From an optimization exercise on the open Yosys and OpenROAD flow, aimed at small area; shortcuts taken in it are not production practice.
Function was checked by simulation only, so behaviour that the tests miss may differ from the original.
Power and IR drop assume default switching activity.

Design pipeline_cpu, start of the top module:
module pipeline_cpu (
    input  logic        clock,
    input  logic        arst_n,
    output logic [31:0] address_imem,
    input  logic [31:0] q_imem,
    output logic [31:0] address_dmem,
    output logic [31:0] data_dmem,
    output logic        wren,
    input  logic [31:0] q_dmem,
    output logic        ctrl_write_enable,
    output logic [4:0]  ctrl_write_reg,
    output logic [4:0]  ctrl_read_reg_a,
    output logic [4:0]  ctrl_read_reg_b,
    output logic [31:0] data_write_reg,
    input  logic [31:0] data_read_reg_a,
    input  logic [31:0] data_read_reg_b
);
For scale: roughly 790 cells after synthesis, roughly 75 flip-flops, roughly 280 I/O pins, ~0.0067 mm2 of cells after synthesis.
==> flow/config.mk <==
export PLATFORM = sky130hd
export DESIGN_NAME = pipeline_cpu
export DESIGN_NICKNAME = pipeline_cpu
export VERILOG_FILES = /design/flow/design.v
export SDC_FILE = /design/flow/constraint.sdc
export NUM_CORES = 4
export LEC_CHECK = 0
export CAP_MARGIN = 20
export CORE_MARGIN = 2
export CORE_UTILIZATION = 40
export SLEW_MARGIN = 20
==> flow/constraint.sdc <==
create_clock -name core_clock -period 6.5 [get_ports {clock}]
set_input_delay 1.3000 -clock core_clock [delete_from_list [all_inputs] [get_ports {clock}]]
set_output_delay 1.3000 -clock core_clock [all_outputs]
set_load 0.01 [all_outputs]
standard.sh (not shown) runs the stock make flow with config.mk's settings and CLKGATE_MAP_FILE= SYNTH_SCRIPT=/design/flow/synth_recipe.tcl, a recipe that flattens the netlist after the stock synthesis.
==> flow/flow/run.sh <==
#!/bin/bash
# The standard layout, with every port buffered by the smallest buffer and
# a clock tree of small buffers without dummy loads.
set -euo pipefail
bash standard.sh \
  "BUFFER_PORTS_ARGS=-buffer_cell sky130_fd_sc_hd__buf_1" \
  "CTS_ARGS=-sink_clustering_enable -repair_clock_nets -dont_use_dummy_load -buf_list {sky130_fd_sc_hd__clkbuf_4 sky130_fd_sc_hd__clkbuf_8}" \
  finish > standard.log 2>&1
==> next run, changes <==
--- a/flow/design.v
+++ b/flow/design.v
@@ -36,15 +36,15 @@
     input  logic [31:0] data_read_reg_b
 );
     localparam int SEG_W = 8;
     localparam int NSEG  = 32 / SEG_W;
     localparam logic [1:0] S_EX = 2'd0;
     localparam logic [1:0] S_SH = 2'd1;
     localparam logic [1:0] S_PC = 2'd2;
-    localparam logic [1:0] S_X2 = 2'd3;
+    localparam logic [1:0] S_BR = 2'd3;
     logic [1:0]  st;
     logic [4:0]  cnt;
     logic [31:0] pc;
     logic [31:0] res;
     logic        taken;
     logic [NSEG-1:1] cy_q;
     logic [4:0] op, rd, rs, rt, shamt, func;
@@ -83,28 +83,27 @@
     logic last;
     assign last = (cnt[1:0] == 2'(NSEG - 1));
     assign address_imem      = pc;
     assign address_dmem      = res;
     assign data_dmem         = pb;
     assign data_write_reg    = res;
     assign ctrl_write_reg    = i_jal ? 5'd31 : rd;
-    assign ctrl_write_enable = (st == S_PC) && (cnt[1:0] == 2'd0) && writes_reg &&
+    assign ctrl_write_enable = (st == S_PC) && (cnt[1:0] == {1'b0, i_lw}) && writes_reg &&
                                (i_jal || rd != 5'd0);
     assign wren              = (st == S_PC) && (cnt[1:0] == 2'd0) && i_sw;
-    logic a_pa, a_pc, b_pb, b_and, b_or, b_inv, b_imm, b_tgt, b_ld, cin;
+    logic a_pa, a_pc, b_pb, b_and, b_or, b_inv, b_imm, b_tgt, cin;
     always_comb begin
         a_pa  = 1'b0;
         a_pc  = 1'b0;
         b_pb  = 1'b0;
         b_and = 1'b0;
         b_or  = 1'b0;
         b_inv = 1'b0;
         b_imm = 1'b0;
         b_tgt = 1'b0;
-        b_ld  = 1'b0;
         cin   = 1'b0;
         if (st == S_EX) begin
             if (i_jal) begin
                 a_pc = 1'b1;
                 cin  = 1'b1;
             end else if (!f_and && !f_zero) begin
                 a_pa = 1'b1;
@@ -113,16 +112,14 @@
             if (f_sub || is_branch) begin
                 b_inv = 1'b1;
                 cin   = 1'b1;
             end
             if (f_and) b_and = 1'b1;
             if (f_or)  b_or  = 1'b1;
             if (i_addi || i_lw || i_sw) b_imm = 1'b1;
-        end else if (st == S_X2 && i_lw) begin
-            b_ld = 1'b1;
         end else begin
             if (i_jr) begin
                 b_pb = 1'b1;
             end else if (i_j || i_jal) begin
                 b_tgt = 1'b1;
             end else begin
                 a_pc = 1'b1;
@@ -132,16 +129,15 @@
         end
     end
     logic [31:0] imm_s, tgt, opa, opb, pb_keep;
     assign imm_s   = {{15{q_imem[16]}}, q_imem[16:0]};
     assign tgt     = {5'd0, q_imem[26:0]};
     assign pb_keep = {32{b_pb}} | ({32{b_and}} & pa) | ({32{b_or}} & ~pa);
     assign opa     = ({32{a_pa}} & pa) | ({32{a_pc}} & pc);
-    assign opb     = (pb_keep & (pb ^ {32{b_inv}})) | ({32{b_imm}} & imm_s) | ({32{b_tgt}} & tgt) |
-                     ({32{b_ld}} & q_dmem);
+    assign opb     = (pb_keep & (pb ^ {32{b_inv}})) | ({32{b_imm}} & imm_s) | ({32{b_tgt}} & tgt);
     logic [32:0] c;
     logic [31:0] sum;
     genvar i;
     generate
         for (i = 0; i < 32; i = i + 1) begin : g_add
             logic ci;
             if (i == 0) begin : g_c0
@@ -152,22 +148,21 @@
                 assign ci = c[i];
             end
             assign sum[i]  = opa[i] ^ opb[i] ^ ci;
             assign c[i+1]  = (opa[i] & opb[i]) | (ci & (opa[i] ^ opb[i]));
         end
     endgenerate
     assign c[0] = cin;
-    logic new_insn, cy_clr;
+    logic new_insn;
     assign new_insn = (st == S_PC) && last;
-    assign cy_clr   = new_insn || (st == S_EX && last);
     always_ff @(posedge clock or negedge arst_n) begin
         if (!arst_n) begin
             cy_q <= '0;
         end else begin
-            for (int k = 1; k < NSEG; k++) cy_q[k] <= c[k * SEG_W] && !cy_clr;
+            for (int k = 1; k < NSEG; k++) cy_q[k] <= c[k * SEG_W] && !new_insn;
         end
     end
     logic eq, lt_rs_rd, br_taken;
     assign eq       = (res == 32'd0);
     assign lt_rs_rd = (pa[31] != pb[31]) ? pa[31] : res[31];
     assign br_taken = i_bne ? !eq : (!lt_rs_rd && !eq);
     logic [4:0]  sh_next;
@@ -187,29 +182,29 @@
         end else begin
             case (st)
                 S_EX: begin
                     if (f_shift && shamt != 5'd0) begin
                         st  <= S_SH;
                         cnt <= shamt;
                     end else if (f_shift || !uses_adder || last) begin
-                        st  <= (is_branch || i_lw) ? S_X2 : S_PC;
+                        st  <= is_branch ? S_BR : S_PC;
                         cnt <= 5'd0;
                     end else begin
                         cnt[1:0] <= cnt[1:0] + 2'd1;
                     end
                 end
                 S_SH: begin
                     if (sh_next == 5'd0) begin
                         st  <= S_PC;
                         cnt <= 5'd0;
                     end else begin
                         cnt <= sh_next;
                     end
                 end
-                S_X2: begin
+                S_BR: begin
                     st <= S_PC;
                 end
                 default: begin
                     if (last) begin
                         st  <= S_EX;
                         cnt <= 5'd0;
                         pc  <= sum;
@@ -217,13 +212,14 @@
                         cnt[1:0] <= cnt[1:0] + 2'd1;
                     end
                 end
             endcase
         end
     end
     always_ff @(posedge clock) begin
-        if (st == S_SH) res <= shv;
-        else            res <= sum;
-        if (st == S_X2) taken <= br_taken;
+        if (st == S_SH)                                   res <= shv;
+        else if (st == S_PC && i_lw && cnt[1:0] == 2'd0) res <= q_dmem;
+        else                                              res <= sum;
+        if (st == S_BR) taken <= br_taken;
     end
 endmodule
 `default_nettype wire
=>
- design area rose by 1.1%
- core utilization grows by 0.19 points
- setup slack gets better by 92 ps
- register-to-register slack improves by 20 ps
- clock skew climbs by 7.4 ps
- die area came out higher by 1.8%
- clock power rose by about 2%
- sequential cell count stays the same
- global-route usage falls by 0.89 points
- first-iteration DRC count goes down by 2.4%
- cell count is about the same
- via count barely changes
- fmax climbs by 1.5%

[separate check: timing with driven ports]
In the flow no input, the clock included, has a driving cell. The finished layouts below were timed again as built, in two steps. Step 1 assumes that a clkbuf_16 drives the clock port and a buf_2 every other input. Step 2, shift: input delay + t, output delay - t, t = (earliest + latest rising clock arrival at the registers) / 2. This alone moves slack from input paths to output paths. Slacks: no drivers / after step 1 / after step 2; pairs: no drivers / after step 1.
run | t, ns | setup slack, ns | worst hold slack (ns) | slew at the worst register clock pin (ns)
the first run | 0.419 | 0.483 / 0.500 / 0.081 | 0.516 / 0.516 / 0.516 | 0.08 / 0.08
the second run | 0.409 | 0.575 / 0.593 / 0.184 | 0.517 / 0.517 / 0.517 | 0.09 / 0.09
After both steps every run listed still meets setup and hold. The setup slack of the first run, which loses most, moves by +0.017 ns with the drivers and by -0.402 ns with both steps.
